Context: an optimization exercise on an open-source flow, tuned for small area, a short achievable clock period and few clock cycles per item. The choices shown serve that exercise and are no tape-out recipe.
The RTL was checked by simulation tests, not by an equivalence proof against the original design.
No activity file was given, so power comes from the tool's default toggle rates.

[design.v]
module seq_alu (
  input  logic        clock,
  input  logic        clear,
  input  logic        start,
  input  logic [3:0]  op,
  input  logic [31:0] a,
  input  logic [31:0] b,
  output logic        busy,
  output logic        done,
  output logic [63:0] result,
  output logic        div_by_zero,
  output logic        illegal_op
);
  logic s_idle, s_sgl, s_mul, s_dv1, s_dvs, s_fxh, s_fxl, s_done;
  logic        busy_q;
  logic [31:0] B;
  logic [33:0] H;
  logic [31:0] L;
  logic [4:0]  cnt;
  logic        sb, nq, nr, bz, dbz_q, ill_q;
  logic [4:0]  lza, lzb;
  logic        c_xh, c_xl, c_yb1, c_yb2, c_yl, c_yh, c_inv, c_dvs;
  logic        d1_one, d1_two, d1_neg;
  logic        m16;    
  function automatic logic [4:0] lzc31(input logic [31:0] v);
    logic [15:0] z1; logic [15:0] c1;
    logic [7:0]  z2; logic [15:0] c2;
    logic [3:0]  z3; logic [11:0] c3;
    logic [1:0]  z4; logic [7:0]  c4;
    logic [31:0] w;
    w = {v[31:1], 1'b1};
    for (int g = 0; g < 16; g++) begin
      z1[g] = ~(w[2*g+1] | w[2*g]);
      c1[g] = ~w[2*g+1];
    end
    for (int g = 0; g < 8; g++) begin
      z2[g] = z1[2*g+1] & z1[2*g];
      c2[2*g +: 2] = z1[2*g+1] ? {1'b1, c1[2*g]} : {1'b0, c1[2*g+1]};
    end
    for (int g = 0; g < 4; g++) begin
      z3[g] = z2[2*g+1] & z2[2*g];
      c3[3*g +: 3] = z2[2*g+1] ? {1'b1, c2[2*(2*g) +: 2]} : {1'b0, c2[2*(2*g+1) +: 2]};
    end
    for (int g = 0; g < 2; g++) begin
      z4[g] = z3[2*g+1] & z3[2*g];
      c4[4*g +: 4] = z3[2*g+1] ? {1'b1, c3[3*(2*g) +: 3]} : {1'b0, c3[3*(2*g+1) +: 3]};
    end
    lzc31 = z4[1] ? {1'b1, c4[3:0]} : {1'b0, c4[7:4]};
  endfunction
  function automatic logic [5:0] booth2(input logic [3:0] m, input logic p);
    booth2[0] = m[0] ^ p;                                       
    booth2[1] = (m[1] & ~m[0] & ~p) | (~m[1] & m[0] & p);       
    booth2[2] = m[1];                                           
    booth2[3] = m[2] ^ m[1];                                    
    booth2[4] = (m[3] & ~m[2] & ~m[1]) | (~m[3] & m[2] & m[1]); 
    booth2[5] = m[3];                                           
  endfunction
  logic [4:0] lza_in, lzb_in;
  logic       left_in, neg_in, sub_in, mul_in, div_in, bz_in, fast_in, ill_in;
  assign lza_in  = lzc31(a ^ {32{a[31]}});
  assign lzb_in  = lzc31(b ^ {32{b[31]}});
  assign left_in = (op == 4'd10) | (op == 4'd12);
  assign ill_in  = (op == 4'd13) | (op == 4'd14) | (op == 4'd15);
  assign neg_in  = (op == 4'd2);
  assign sub_in  = (op == 4'd5);
  assign mul_in  = (op == 4'd6);
  assign div_in  = (op == 4'd7);
  assign bz_in   = (b == '0);
  assign fast_in = ~neg_in & ~sub_in & (op != 4'd4) & ~mul_in & ~div_in;
  logic a16_in, b16_in, swap_in;
  logic [31:0] la_in, lb_in;
  assign a16_in  = (a[31:15] == '0) | (a[31:15] == '1);
  assign b16_in  = (b[31:15] == '0) | (b[31:15] == '1);
  assign swap_in = mul_in & ~a16_in & b16_in;
  assign la_in   = swap_in ? b : a;
  assign lb_in   = swap_in ? a : b;
  logic [6:0] sh_d;
  assign sh_d = {2'b00, lzb} - {2'b00, lza} + {6'd0, L[31]};    
  logic bsx;    
  assign bsx = c_dvs ? sb : B[31];
  logic [33:0] X, Ys, p1;
  assign X  = ({34{c_xh}} & H) | ({34{c_xl}} & {{2{L[31]}}, L});
  assign Ys = ({34{c_yb1}} & {bsx, bsx, B})
            | ({34{c_yb2}} & {B[31], B, 1'b0})
            | ({34{c_yl}}  & {{2{L[31]}}, L})
            | ({34{c_yh}}  & H);
  assign p1 = (({34{d1_one}} & {{2{B[31]}}, B}) | ({34{d1_two}} & {B[31], B, 1'b0}))
              ^ {34{d1_neg}};
  logic [35:0] cx, cy, cz, csum, ccar, SS;
  logic [36:0] sum1;
  logic [33:0] S;
  assign cx   = {{2{X[33]}}, X};
  assign cy   = {{2{Ys[33] ^ c_inv}}, Ys ^ {34{c_inv}}};
  assign cz   = {p1, d1_neg, d1_neg};
  assign csum = cx ^ cy ^ cz;
  assign ccar = {(cx[34:0] & cy[34:0]) | (cx[34:0] & cz[34:0]) | (cy[34:0] & cz[34:0]), c_inv};
  assign sum1 = {csum, 1'b1} + {ccar, d1_neg};
  assign SS   = sum1[36:1];
  assign S    = SS[33:0];
  logic [4:0]  amt, r;
  logic [31:0] rin, pre, rot, m_hi, m_lo, rsh;
  logic        left;
  assign rin  = s_dv1 ? B : a;
  assign amt  = s_dv1 ? sh_d[4:0] : b[4:0];
  assign left = s_dv1 | left_in;
  assign r    = left ? ~amt : amt;
  assign pre  = left ? {rin[0], rin[31:1]} : rin;
  always_comb begin
    logic [31:0] s0, s1, s2, s3;
    s0  = r[0] ? {pre[0], pre[31:1]}       : pre;
    s1  = r[1] ? {s0[1:0], s0[31:2]}       : s0;
    s2  = r[2] ? {s1[3:0], s1[31:4]}       : s1;
    s3  = r[3] ? {s2[7:0], s2[31:8]}       : s2;
    rot = r[4] ? {s3[15:0], s3[31:16]}     : s3;
  end
  always_comb
    for (int i = 0; i < 32; i++) begin
      m_hi[i] = 5'(i) >= amt;
      m_lo[31 - i] = 5'(i) >= amt;
    end
  always_comb begin
    case ({s_dv1, op})
      {1'b0, 4'd8}:  rsh = rot & m_lo;                                
      {1'b0, 4'd9}:  rsh = (rot & m_lo) | ({32{a[31]}} & ~m_lo);      
      {1'b0, 4'd11}, {1'b0, 4'd12}: rsh = rot;                        
      default:       rsh = rot & m_hi;                                
    endcase
  end
  logic [31:0] fast;
  always_comb begin
    case (op)
      4'd0:    fast = a & b;
      4'd1:    fast = a | b;
      4'd3:    fast = ~a;
      4'd8, 4'd9, 4'd10, 4'd11, 4'd12: fast = rsh;
      default: fast = '0;
    endcase
  end
  logic q_bit, mul_last, dvs_last, dv1_steps, fin;
  assign q_bit     = ~S[33];
  logic mul_half;    
  assign mul_half  = m16 & (cnt[2:0] == 3'd3);
  assign mul_last  = (cnt[2:0] == 3'd7) | mul_half;
  assign dvs_last  = (cnt == 5'd0);
  assign dv1_steps = ~bz & ~sh_d[6];
  logic take, n_sgl, n_mul, n_dv1, n_dvs, n_fxh, n_fxl;
  assign take  = s_idle & start;
  assign n_sgl = take & (neg_in | sub_in | (op == 4'd4));
  assign n_mul = (take & mul_in) | (s_mul & ~mul_last);
  assign n_dv1 = take & div_in;
  assign n_dvs = (s_dv1 & dv1_steps) | (s_dvs & ~dvs_last);
  assign n_fxh = (s_dv1 & ~bz & sh_d[6] & L[31]) | (s_dvs & dvs_last & nr);
  assign n_fxl = (s_dv1 & ~bz & sh_d[6] & ~L[31] & B[31])
               | (s_dvs & dvs_last & ~nr & nq) | (s_fxh & nq);
  assign fin = s_sgl | s_fxl
             | (s_mul & mul_last)
             | (s_dv1 & (bz | (sh_d[6] & ~L[31] & ~B[31])))
             | (s_dvs & dvs_last & ~nr & ~nq)
             | (s_fxh & ~nq);
  logic [5:0] nbooth;
  assign nbooth = s_idle ? booth2(la_in[3:0], 1'b0) : booth2(L[7:4], L[3]);
  logic nsb;    
  assign nsb = s_dv1 ? B[31] : sb;
  always_ff @(posedge clock) begin
    if (clear) begin
      s_idle <= 1'b1;
      s_sgl  <= 1'b0;
      s_mul  <= 1'b0;
      s_dv1  <= 1'b0;
      s_dvs  <= 1'b0;
      s_fxh  <= 1'b0;
      s_fxl  <= 1'b0;
      s_done <= 1'b0;
      busy_q <= 1'b0;
    end else begin
      s_idle <= (s_idle & ~start) | s_done;
      s_sgl  <= n_sgl;
      s_mul  <= n_mul;
      s_dv1  <= n_dv1;
      s_dvs  <= n_dvs;
      s_fxh  <= n_fxh;
      s_fxl  <= n_fxl;
      s_done <= fin | (take & fast_in);
      busy_q <= (busy_q & ~fin) | (take & ~fast_in);
    end
  end
  always_ff @(posedge clock) begin
    c_xh   <= (n_mul & s_mul) | n_dvs;
    c_xl   <= n_sgl & ~neg_in;
    c_yb1  <= (n_mul & nbooth[0]) | n_dvs | (n_sgl & ~neg_in);
    c_yb2  <= n_mul & nbooth[1];
    c_yl   <= n_dv1 | n_fxl | (n_sgl & neg_in);
    c_yh   <= n_fxh;
    c_inv  <= (n_mul & nbooth[2]) | (n_dv1 & a[31] & ~bz_in) | (n_dvs & ~nsb)
            | n_fxh | n_fxl | (n_sgl & (neg_in | sub_in));
    c_dvs  <= n_dvs;
    d1_one <= n_mul & nbooth[3];
    d1_two <= n_mul & nbooth[4];
    d1_neg <= n_mul & nbooth[5];
  end
  always_ff @(posedge clock) begin
    if (s_idle) begin
      B   <= lb_in;
      m16 <= a16_in | b16_in;
      cnt <= '0;
      lza <= lza_in;
      lzb <= lzb_in;
      bz  <= bz_in;
      if (start) begin
        L <= fast_in ? fast : la_in;
        if (fast_in) begin
          H     <= '0;
          dbz_q <= 1'b0;
          ill_q <= ill_in;
        end
      end
    end
    if (s_sgl) begin
      H     <= '0;
      L     <= S[31:0];
      dbz_q <= 1'b0;
      ill_q <= 1'b0;
    end
    if (s_mul) begin
      if (mul_half) begin
        H <= {{18{SS[35]}}, SS[35:20]};
        L <= {SS[19:0], L[31:20]};
      end else begin
        H <= {{2{SS[35]}}, SS[35:4]};
        L <= {SS[3:0], L[31:4]};
      end
      cnt   <= cnt + 5'd1;
      dbz_q <= 1'b0;
      ill_q <= 1'b0;
    end
    if (s_dv1) begin
      sb    <= B[31];
      nr    <= L[31];
      nq    <= L[31] ^ B[31];
      dbz_q <= bz;
      ill_q <= 1'b0;
      H     <= S;                   
      L     <= {32{bz}};
      B     <= rsh;
      cnt   <= sh_d[4:0];
    end
    if (s_dvs) begin
      if (q_bit) H <= S;
      L   <= {L[30:0], q_bit};
      B   <= {sb, B[31:1]};
      cnt <= cnt - 5'd1;
    end
    if (s_fxh) H <= S;
    if (s_fxl) L <= S[31:0];
  end
  assign busy        = busy_q;
  assign done        = s_done;
  assign result      = {H[31:0], L};
  assign div_by_zero = dbz_q;
  assign illegal_op  = ill_q;
endmodule
[flow/run.sh]
#!/bin/bash
set -euo pipefail
bash standard.sh ABC_AREA=1 TNS_END_PERCENT=0 SETUP_SLACK_MARGIN=6 finish > make.log 2>&1
[standard.sh]
#!/bin/bash
# synth_recipe.tcl (not shown) runs the flow's synth.tcl, then flattens the netlist and writes it again
# the make line also repeats each setting of config.mk as NAME=value (left out here)
make -C /OpenROAD-flow-scripts/flow DESIGN_CONFIG=/design/flow/config.mk WORK_HOME=/design/flow/orfs CLKGATE_MAP_FILE= SYNTH_SCRIPT=/design/flow/synth_recipe.tcl "${@:-finish}"
[config.mk]
export PLATFORM = sky130hd
export DESIGN_NAME = seq_alu
export DESIGN_NICKNAME = seq_alu
export VERILOG_FILES = /design/flow/design.v
export SDC_FILE = /design/flow/constraint.sdc
export NUM_CORES = 4
export LEC_CHECK = 0
export ABC_AREA = 1
export CAP_MARGIN = 20
export CORE_MARGIN = 2
export CORE_UTILIZATION = 40
export SETUP_SLACK_MARGIN = 5
export SLEW_MARGIN = 20
export TNS_END_PERCENT = 0
[constraint.sdc]
create_clock -name core_clock -period 10.0 [get_ports {clock}]
set_input_delay 2.0000 -clock core_clock [delete_from_list [all_inputs] [get_ports {clock}]]
set_output_delay 2.0000 -clock core_clock [all_outputs]
set_load 0.01 [all_outputs]
==> summary.md, run 1 <==
| Metric | Value |
|---|---|
| Register area share after synthesis | 17.47% |
| Max-slew headroom | 30.04% |
| # H-tree levels | 4 |
| CP Class | input pin to register |
| Critical Path AT | 4650 ps |
| Post-synthesis cell count | 3558 |
| Clock group share of total power | 22.3% |
| Max Cap Viol | 0 |
| Hold Crit Start | busy_q |
| Commonest register cell after synthesis | edfxtp_1 |
| Delay of the slowest cell on the worst path | 240 ps |
| Maximum clock rate | 226.6 MHz |
| FF-to-FF path depth | 24 |
| Via density | 6.430 |
| Total Power | 3039 uW |
| Final setup viols | 0 |
| Combinational power share | 52.7% |
| Hold Crit Endpoint | busy_q |
| CP top delay family | simple AND/OR/NAND/NOR gates |
| Unrepaired setup endpoints after global routing | yes |
| Core area | 0.05141 mm2 |
| Crit. Startpoint | op[3] |
| Slowest cell on crit path | nand2_1 |
| Worst r2r src | c_yb2 |
| Highest net fanout along the worst path | 11 |
| Setup Skew | 18.57 ps |
| Internal Pwr Total | 1551 uW |
| Die width | 232.3 um |
| Syn avg cell area | 5.861 um2 |
| First-pass GRT wire length | 174600 um |
| Commonest non-fill, non-tap cell in the layout | nand2_1 |
| Initial core utilization | 40.57% |
| Setup TNS Final | 0 ps |
| Root buffer cell | clkbuf_16 |
| CTS tree | yes |
| Sw Share | 48.96% |
| Final WL | 124300 um |
| Core Rows | 83 |
| Global Route Usage Sum | 44.41% |
| Top-level port count | 139 |
| Share of layout cells above drive strength 1 | 22.03% |
| CP Capture Type | register |
| Most frequent cells in the layout | 828 x nand2_1, 436 x inv_1, 295 x nand3_1 |
| Pre-CTS setup slack | 2987 ps |
| Final core utilization | 54.24% |
| Via count | 28377 |
| Post-synth EDFFs | 84 |
| Mapped Area | 0.02085 mm2 |
| Post-Syn Nets | 3715 |
| Finished Cell Area | 0.02788 mm2 |
| Routed length per instance | 28.17 um |
| Die ar. | 0.05398 mm2 |
| Measured slew at the worst slew-check pin | 1047 ps |
| Crit-path cells | buf_6 -> inv_1 -> nor2_4 -> nand2_8 -> buf_4 -> nand3_2 -> nand2_1 -> nand2_1 -> nand2_1 -> nand3_2 -> nand3_1 -> nand3_2 -> nand3_1 -> nand3_2 -> o21ai_1 -> nand2_1 -> nand3b_1 -> nand2_1 -> nand2_1 -> nand2_1 -> nand2_1 |
| Most common cell on crit path | nand2_1 |
| Detail Placement HPWL | 89420 um |
| Worst vdd ir | 0.1379 mV |
| FF-to-FF setup slack | 5640 ps |
| Largest net degree at the start of global routing | 66 |
| RD Place Congestion | 1.085 |
| CTS max path bufs | 2 |
| Final clock period utilization by the worst path | 44.13% |
| Total CTS buffers | 17 |
| Crit path time final | 4413 ps |
| Port buffer count | 138 |
| Clock sink total | 140 |
| Sw power | 1488 uW |
| PnR worst setup slack | 5587 ps |
| Area grow syn2layout | 33.70% |
| Antenna Nets Post-Route | 0 |
| Later-pin clock latency in the skew report | 470 ps |
| GR Overflow Total | 0 |
| Vias in the first global route | 25429 |
| TritonRoute pass-1 iters | 9 |
| WP data required | 10230 ps |
| Hold Vio Cnt, Final | 0 |
| Startpoint Class | input pin |
| Number of DRC markers in iteration 0 | 5116 |
| Worst Hold Depth | 2 |
| Initial antenna violation count | 2 |
| Status | timing/DRC/antenna clean |
| Placed Instance Area | 0.02245 mm2 |
| Crit path buffers/inverters | 3 |
| Fin. max-slew vios | 0 |
| Nets@finish | 3876 |
| Leak Pwr | 0.01231 uW |
| Min-Delay Path Class | register to register |
| Post-synth ARST share | 0% |
| Hold_buf cts | 0 |
| FF+latch count, synth | 140 |
| Die height | 232.3 um |
| Synth warn | 1 |
| Worst r2r dst | L[30] |
| PwrDens | 109.0 mW/mm2 |
| Sequential share of power | 25.0% |
| Distinct cells, synth | 60 |
| Worst-path clk slew | 80 ps |
| Post-route DRC | 0 |
-- worst reg2reg max path: cells and delay by family, from the launching register on --
kind	cells	cell delay, ps
AO/OA/AOI/OAI	4	510
XOR/XNOR	2	720
adder cells (fa/ha/maj)	2	930
buffers and inverters	6	690
flip-flops	1	350
AND/OR/NAND/NOR	10	1040
-- layer usage --
layer	part of all wire, %	GRT usage (%)	vias up
li1	-	-	12272
met1	38	59.09	13056
met2	38	60.57	2473
met3	17	18.33	570
met4	6.9	23.02	6
met5	0.081	0	-
-- power by group through the flow --
stage / clock [uW] / combinational (uW) / sequential (uW)
6_report: 679 / 1600 / 758
5_1_grt: 693 / 1660 / 756
4_1_cts: 674 / 1420 / 749
3_5_place_dp: 0 / 1190 / 760
3_3_place_gp: 0 / 1200 / 760
2_1_floorplan: 0 / 694 / 728
-- flip-flops by register name, summed over array words and instances (netlist names), 5 cells and up --
name,cells
B,32
H,34
L,32
cnt,5
lza,5
lzb,5
-- synthesized netlist by cell type, drive strengths merged, types with 10 or more instances --
master / n / share of area [%]
or2: 10 / 0.30
nand3b: 20 / 0.72
xor2: 91 / 3.9
edfxtp: 84 / 12
inv: 517 / 9.3
ha: 50 / 3.0
a21oi: 213 / 5.2
a31oi: 16 / 0.48
o22ai: 115 / 3.4
clkbuf: 115 / 2.1
o31ai: 15 / 0.54
dfxtp: 56 / 5.4
nand3: 448 / 11
nor3: 19 / 0.46
o21bai: 10 / 0.38
nand2: 923 / 17
a221oi: 34 / 1.4
o21ai: 320 / 7.7
nand4: 49 / 1.5
buf: 113 / 3.2
fa: 36 / 3.5
o211ai: 65 / 2.3
nor2: 173 / 3.2
-- worst max path at each step --
stage | end | slack (ps) | cells past startpoint
after global routing | L[20] | 5580 | 21
after CTS | H[32] | 5820 | 23
after floorplan | L[26] | 6040 | 16
after detailed placement | L[11] | 2990 | 20
after global placement | L[11] | 2970 | 20
final | L[20] | 5590 | 21
-- what timing repair did --
| item | in CTS | in global routing |
|---|---|---|
| gates resized for setup | 624 | 193 |
| buffers inserted | 133 | 18 |
| cloned | 28 | 3 |
| setup endpoints to repair | 113 | 107 |
| pin swaps | 99 | 72 |
| endpoints found under the hold margin | 0 | 0 |
-- per-stage QoR --
step           hold WS (ps)  cells
5_1_grt               476.4   4412
3_3_place_gp          457.2   4198
6_report              459.9   4413
3_5_place_dp          455.8   4198
2_1_floorplan         482.8   3558
4_1_cts               464.6   4391
-- area by class of cell --
cell class                      count  area, um2
Sequential cell                   140       3660
Timing Repair inverter              2      15.01
Timing Repair Buffer              353       3696
Antenna cell                        1      2.502
Clock inverter                     13      121.4
Tap cell                          680      850.8
Inverter                          523       2076
Fill cell                        5191      23530
Clock buffer                       19      475.5
Multi-Input combinational cell   2682      16980
-- cells by family after synthesis --
kind of cell | share of synthesized area [%]
AOI/OAI and AO/OA | 23.20
xor gates and xnor gates | 4.056
adders and majority gates | 6.456
buffers and inverters | 14.67
DFF | 17.47
and+or+nand+nor | 34.15
Testbench counts, summed over its fixed seeds: cycles 21,830, ops 4,000.
==> inputs of run 2 (changes only) <==
--- a/design.v
+++ b/design.v
@@ -16,3 +16,6 @@
   logic [31:0] B;
-  logic [33:0] H;
+  logic [35:0] H;
+  logic        hm;    
+  logic        hh;    
+  logic        m16;   
   logic [31:0] L;
@@ -21,29 +24,8 @@
   logic [4:0]  lza, lzb;
-  logic        c_xh, c_xl, c_yb1, c_yb2, c_yl, c_yh, c_inv, c_dvs;
+  logic        c_xh, c_xm, c_xl, c_yb1, c_yb2, c_yl, c_yh, c_inv, c_dvs;
   logic        d1_one, d1_two, d1_neg;
-  logic        m16;    
   function automatic logic [4:0] lzc31(input logic [31:0] v);
-    logic [15:0] z1; logic [15:0] c1;
-    logic [7:0]  z2; logic [15:0] c2;
-    logic [3:0]  z3; logic [11:0] c3;
-    logic [1:0]  z4; logic [7:0]  c4;
-    logic [31:0] w;
-    w = {v[31:1], 1'b1};
-    for (int g = 0; g < 16; g++) begin
-      z1[g] = ~(w[2*g+1] | w[2*g]);
-      c1[g] = ~w[2*g+1];
-    end
-    for (int g = 0; g < 8; g++) begin
-      z2[g] = z1[2*g+1] & z1[2*g];
-      c2[2*g +: 2] = z1[2*g+1] ? {1'b1, c1[2*g]} : {1'b0, c1[2*g+1]};
-    end
-    for (int g = 0; g < 4; g++) begin
-      z3[g] = z2[2*g+1] & z2[2*g];
-      c3[3*g +: 3] = z2[2*g+1] ? {1'b1, c2[2*(2*g) +: 2]} : {1'b0, c2[2*(2*g+1) +: 2]};
-    end
-    for (int g = 0; g < 2; g++) begin
-      z4[g] = z3[2*g+1] & z3[2*g];
-      c4[4*g +: 4] = z3[2*g+1] ? {1'b1, c3[3*(2*g) +: 3]} : {1'b0, c3[3*(2*g+1) +: 3]};
-    end
-    lzc31 = z4[1] ? {1'b1, c4[3:0]} : {1'b0, c4[7:4]};
+    lzc31 = 5'd31;
+    for (int i = 1; i < 32; i++)
+      if (v[i]) lzc31 = 5'(31 - i);
   endfunction
@@ -68,3 +50,2 @@
   assign bz_in   = (b == '0);
-  assign fast_in = ~neg_in & ~sub_in & (op != 4'd4) & ~mul_in & ~div_in;
   logic a16_in, b16_in, swap_in;
@@ -76,2 +57,3 @@
   assign lb_in   = swap_in ? a : b;
+  assign fast_in = ~neg_in & ~sub_in & (op != 4'd4) & ~mul_in & ~div_in;
   logic [6:0] sh_d;
@@ -81,3 +63,4 @@
   logic [33:0] X, Ys, p1;
-  assign X  = ({34{c_xh}} & H) | ({34{c_xl}} & {{2{L[31]}}, L});
+  assign X  = ({34{c_xh}} & H[33:0]) | ({34{c_xm}} & {{2{H[35]}}, H[35:4]})
+            | ({34{c_xl}} & {{2{L[31]}}, L});
   assign Ys = ({34{c_yb1}} & {bsx, bsx, B})
@@ -85,3 +68,3 @@
             | ({34{c_yl}}  & {{2{L[31]}}, L})
-            | ({34{c_yh}}  & H);
+            | ({34{c_yh}}  & H[33:0]);
   assign p1 = (({34{d1_one}} & {{2{B[31]}}, B}) | ({34{d1_two}} & {B[31], B, 1'b0}))
@@ -187,3 +170,4 @@
   always_ff @(posedge clock) begin
-    c_xh   <= (n_mul & s_mul) | n_dvs;
+    c_xh   <= n_dvs;
+    c_xm   <= n_mul & s_mul;
     c_xl   <= n_sgl & ~neg_in;
@@ -212,2 +196,3 @@
           H     <= '0;
+          hm    <= 1'b0;
           dbz_q <= 1'b0;
@@ -219,2 +204,3 @@
       H     <= '0;
+      hm    <= 1'b0;
       L     <= S[31:0];
@@ -224,9 +210,6 @@
     if (s_mul) begin
-      if (mul_half) begin
-        H <= {{18{SS[35]}}, SS[35:20]};
-        L <= {SS[19:0], L[31:20]};
-      end else begin
-        H <= {{2{SS[35]}}, SS[35:4]};
-        L <= {SS[3:0], L[31:4]};
-      end
+      H     <= SS;
+      hm    <= 1'b1;
+      hh    <= mul_half;
+      L     <= mul_half ? {SS[19:0], L[31:20]} : {SS[3:0], L[31:4]};
       cnt   <= cnt + 5'd1;
@@ -241,3 +224,4 @@
       ill_q <= 1'b0;
-      H     <= S;                   
+      H     <= SS;                  
+      hm    <= 1'b0;
       L     <= {32{bz}};
@@ -247,3 +231,3 @@
     if (s_dvs) begin
-      if (q_bit) H <= S;
+      if (q_bit) H <= SS;
       L   <= {L[30:0], q_bit};
@@ -252,3 +236,3 @@
     end
-    if (s_fxh) H <= S;
+    if (s_fxh) H <= SS;
     if (s_fxl) L <= S[31:0];
@@ -257,3 +241,3 @@
   assign done        = s_done;
-  assign result      = {H[31:0], L};
+  assign result      = {hm ? (hh ? {{16{H[35]}}, H[35:20]} : H[35:4]) : H[31:0], L};
   assign div_by_zero = dbz_q;
==> run.sh (new file) <==
#!/bin/bash
# synth_recipe.tcl (not shown) runs the flow's synth.tcl, then flattens the netlist and writes it again
# the make line also repeats each setting of config.mk as NAME=value (left out here)
make -C /OpenROAD-flow-scripts/flow DESIGN_CONFIG=/design/flow/config.mk WORK_HOME=/design/flow/orfs CLKGATE_MAP_FILE= SYNTH_SCRIPT=/design/flow/synth_recipe.tcl finish
removed: flow/run.sh
removed: standard.sh
==> summary.md, run 2 <==
| Metric | Value |
|---|---|
| Setup TNS Final | 0 ps (unchanged) |
| Commonest register cell after synthesis | edfxtp_1 (unchanged) |
| Cell taking the most area after synthesis | nand2_1 (unchanged) |
| Max-slew headroom | 17.23% (was 30.04%) |
| Antenna Nets Post-Route | 0 (unchanged) |
| Register area share after synthesis | 18.86% (was 17.47%) |
| CP Class | input pin to register (unchanged) |
| Slowest cell on crit path | clkdlybuf4s50_1 (was nand2_1) |
| Most common cell on crit path | nand2_1 (unchanged) |
| Core Rows | 81 (was 83) |
| Internal Pwr Total | 1453 uW (was 1551 uW) |
| Core area | 0.04895 mm2 (was 0.05141 mm2) |
| Later-pin clock latency in the skew report | 500 ps (was 470 ps) |
| WP data required | 10270 ps (was 10230 ps) |
| Total CTS buffers | 17 (unchanged) |
| Post-route DRC | 0 (unchanged) |
| Most frequent cell after synthesis | nand2_1 (unchanged) |
| CP Capture Type | register (unchanged) |
| Antenna Cells | 0 (was 1) |
| Final setup viols | 0 (unchanged) |
| Post-synthesis cell count | 3214 (was 3558) |
| Fin. max-slew vios | 0 (unchanged) |
| Min-Delay Path Class | register to register (unchanged) |
| RD Place Congestion | 1.017 (was 1.085) |
| Delay of the slowest cell on the worst path | 710 ps (was 240 ps) |
| Number of fill cells in the layout | 5230 (was 5191) |
| PwrDens | 115.3 mW/mm2 (was 109.0 mW/mm2) |
| PnR worst setup slack | 4962 ps (was 5587 ps) |
| Setup Skew | 19.78 ps (was 18.57 ps) |
| Sequential share of power | 29.2% (was 25.0%) |
| Critical Path AT | 5300 ps (was 4650 ps) |
| Most frequent cells after synthesis | 845 x nand2_1, 397 x inv_1, 289 x o21ai_0, 193 x nor2_1, 185 x a21oi_1 (was 916 x nand2_1, 511 x inv_1, 446 x nand3_1, 306 x o21ai_0, 212 x a21oi_1) |
| Clock sink total | 144 (was 140) |
| Post-Syn Nets | 3370 (was 3715) |
| GR Overflow Total | 0 (unchanged) |
| Global Route Usage Sum | 38.91% (was 44.41%) |
| Most frequent cells in the layout | 834 x nand2_1, 373 x inv_1, 281 x o21ai_0 (was 828 x nand2_1, 436 x inv_1, 295 x nand3_1) |
| FF+latch count, synth | 144 (was 140) |
| Synth warn | 1 (unchanged) |
| Nets@finish | 3429 (was 3876) |
| Share of layout cells above drive strength 1 | 8.247% (was 22.03%) |
| CP top delay family | compound AO/OA/AOI/OAI gates (was simple AND/OR/NAND/NOR gates) |
| Startpoint Class | input pin (unchanged) |
| Max reg flops | 36 (was 34) |
| Hold slack final | 465.5 ps (was 459.9 ps) |
| Pre-CTS setup slack | 2832 ps (was 2987 ps) |
| Via count | 24164 (was 28377) |
| Yosys top cell area share | 16.02% (was 16.49%) |
| CTS tree | yes (unchanged) |
| Measured slew at the worst slew-check pin | 1240 ps (was 1047 ps) |
| Crit path time final | 5038 ps (was 4413 ps) |
| Detail Placement HPWL | 75800 um (was 89420 um) |
| Largest net degree at the start of global routing | 72 (was 66) |
| Worst vdd ir | 0.1275 mV (was 0.1379 mV) |
| Status | timing/DRC/antenna clean (unchanged) |
| Sw power | 1221 uW (was 1488 uW) |
| TritonRoute pass-1 iters | 7 (was 9) |
| Vias in the first global route | 22284 (was 25429) |
| Initial core utilization | 40.45% (was 40.57%) |
| Crit path buffers/inverters | 1 (was 3) |
| Mapped Area | 0.01980 mm2 (was 0.02085 mm2) |
| Combinational power share | 45.5% (was 52.7%) |
| Commonest non-fill, non-tap cell in the layout | nand2_1 (unchanged) |
| Max Cap Viol | 0 (unchanged) |
| Hold Vio Cnt, Final | 0 (unchanged) |
| Port buffer count | 138 (unchanged) |
| Die ar. | 0.05130 mm2 (was 0.05398 mm2) |
| Final clock period utilization by the worst path | 50.38% (was 44.13%) |
| Root buffer cell | clkbuf_16 (unchanged) |
| Crit-path cells | clkdlybuf4s50_1 -> o21ai_0 -> o21ai_0 -> o21ai_1 -> mux2i_1 -> or2_1 -> nand3_1 -> nand3_1 -> o211ai_1 -> o21ai_1 -> nand2_1 -> nand3_1 -> nand2_1 -> nand3b_1 -> nand2_1 -> nand2_1 (was buf_6 -> inv_1 -> nor2_4 -> nand2_8 -> buf_4 -> nand3_2 -> nand2_1 -> nand2_1 -> nand2_1 -> nand3_2 -> nand3_1 -> nand3_2 -> nand3_1 -> nand3_2 -> o21ai_1 -> nand2_1 -> nand3b_1 -> nand2_1 -> nand2_1 -> nand2_1 -> nand2_1) |
| Worst-path clk slew | 80 ps (about the same) |
| Syn avg cell area | 6.161 um2 (was 5.861 um2) |
| Leak Pwr | 0.01025 uW (was 0.01231 uW) |
| First-pass GRT wire length | 146200 um (was 174600 um) |
| Maximum clock rate | 198.5 MHz (was 226.6 MHz) |
| Top-level port count | 139 (unchanged) |
| Total Power | 2674 uW (was 3039 uW) |
| Most flops, register | H (unchanged) |
| Via density | 6.117 (was 6.430) |
| Sw Share | 45.67% (was 48.96%) |
| Area grow syn2layout | 17.10% (was 33.70%) |
| Unrepaired setup endpoints after global routing | yes (unchanged) |
| # H-tree levels | 4 (unchanged) |
| Largest registers | H: 36 flops, B: 32 flops, L: 32 flops (was H: 34 flops, B: 32 flops, L: 32 flops) |
| Die width | 226.5 um (was 232.3 um) |
| Post-synth EDFFs | 85 (was 84) |
| Area contributors post-synth | nand2_1 16%, edfxtp_1 13%, inv_1 7.5% (was nand2_1 16%, edfxtp_1 12%, nand3_1 11%) |
| Clock group share of total power | 25.3% (was 22.3%) |
| Post-synth ARST share | 0% (unchanged) |
| Die height | 226.5 um (was 232.3 um) |
| Routed length per instance | 25.70 um (was 28.17 um) |
| Number of DRC markers in iteration 0 | 3492 (was 5116) |
| Highest net fanout along the worst path | 8 (was 11) |
| Initial antenna violation count | 0 (was 2) |
| Distinct cells, synth | 61 (was 60) |
| CTS max path bufs | 2 (unchanged) |
| Final WL | 101500 um (was 124300 um) |
==> run 2: changes by cell type in the layout (fill, tap and decap cells not counted), moves of 32 or more <==
cell	previous run	this run
clkdlybuf4s50_1	83	115
inv_1	436	373
nand3_2	144	4
nor2_1	141	187
ha_1	17	49
inv_2	49	16
buf_4	155	65
nand2_2	74	8
o211ai_1	65	30
dlygate4sd2_1	45	2
xnor2_1	2	53
o21ai_1	37	89
nand3_1	295	168
==> run 2: kinds of logic after synthesis <==
family	synth area share, %
multiplexers	0.1517
buffers and inverters	12.37
flip-flops	18.86
AND/OR/NAND/NOR	26.97
XOR/XNOR	7.033
adder cells (fa/ha/maj)	6.736
AO/OA/AOI/OAI	27.89
==> run 2: area by class of cell <==
type	instances	area, um2	area share [%]
multi-input cells	2477	14170	61.14
flip-flops and latches	144	3742	16.14
repair buffers	223	2255	9.724
inverters	407	1592	6.864
well taps	664	830.8	3.583
clock buffers	20	467.9	2.018
clock inverters	12	101.3	0.4371
repair inverters	3	22.52	0.09713
==> run 2: worst min-delay path, stage by stage, from the launching register on <==
cell     delay, ps
dfxtp_1        310
nand2_1         60
a21oi_1         50
==> run 2: power by group through the flow <==
stage	Clock (uW)	Combinational, uW	Sequential [uW]
CTS	682	1150	775
global placement	0	1110	785
detailed placement	0	1110	787
floorplan	0	689	751
global route	693	1310	784
finish	676	1220	782
==> run 2: metal layers <==
metal  track usage, %  up-vias  wire (um)
met5                0        -          0
met3            7.451      290      10650
met1            50.71    11292      40330
met4            24.07        0       6943
li1                 -    10978          -
met2            59.25     1604      43590
==> run 2: final timing paths <==
kind	from	end	slack, ps	depth (start not counted)
max reg2reg	c_yb1	L[25]	5170	20
max	a[18]	L[31]	4960	16
min reg2reg	busy_q	busy_q	470	2
min	busy_q	busy_q	470	2
==> run 2: stage by stage <==
step / std cells / instance area, um2 / util (%)
finish: 3950 / 23190 / 47.37
global placement: 3858 / 21430 / 43.77
detailed placement: 3859 / 21470 / 43.85
global route: 3950 / 23190 / 47.37
CTS: 3921 / 22530 / 46.02
floorplan: 3214 / 19800 / -
==> run 2: timing repair <==
action / in CTS / in global routing
setup buffers: 19 / 24
gates cloned: 11 / 4
setup endpoints to repair: 128 / 114
hold buffers: 0 / 0
pin swaps: 6 / 11
resized for setup: 58 / 107
Testbench counts of run 2, summed over its fixed seeds: cycles 21,830, ops 4,000.

[afterwards: timing with drivers on the ports]
The flow's constraints put no driver on any port. The routed layouts listed below were extracted and timed again, unchanged, in two steps. Step 1 assumes that a clkbuf_16 drives the clock port and a buf_2 every other input. Step 2 times the ports against the registers' clock, not the clock port: input delays grow and output delays shrink by t, the midpoint of the rising clock arrivals with the driver on. Slacks: no drivers / after step 1 / after step 2; pairs: no drivers / after step 1.
run	t (ns)	setup WS [ns]	hold WS [ns]	worst register clock-pin slew, ns
run 1	0.522	5.587 / 5.594 / 5.072	0.460 / 0.460 / 0.460	0.08 / 0.08
run 2	0.554	4.962 / 4.959 / 4.447	0.465 / 0.465 / 0.465	0.08 / 0.08
After both steps setup and hold are still met in every run listed.
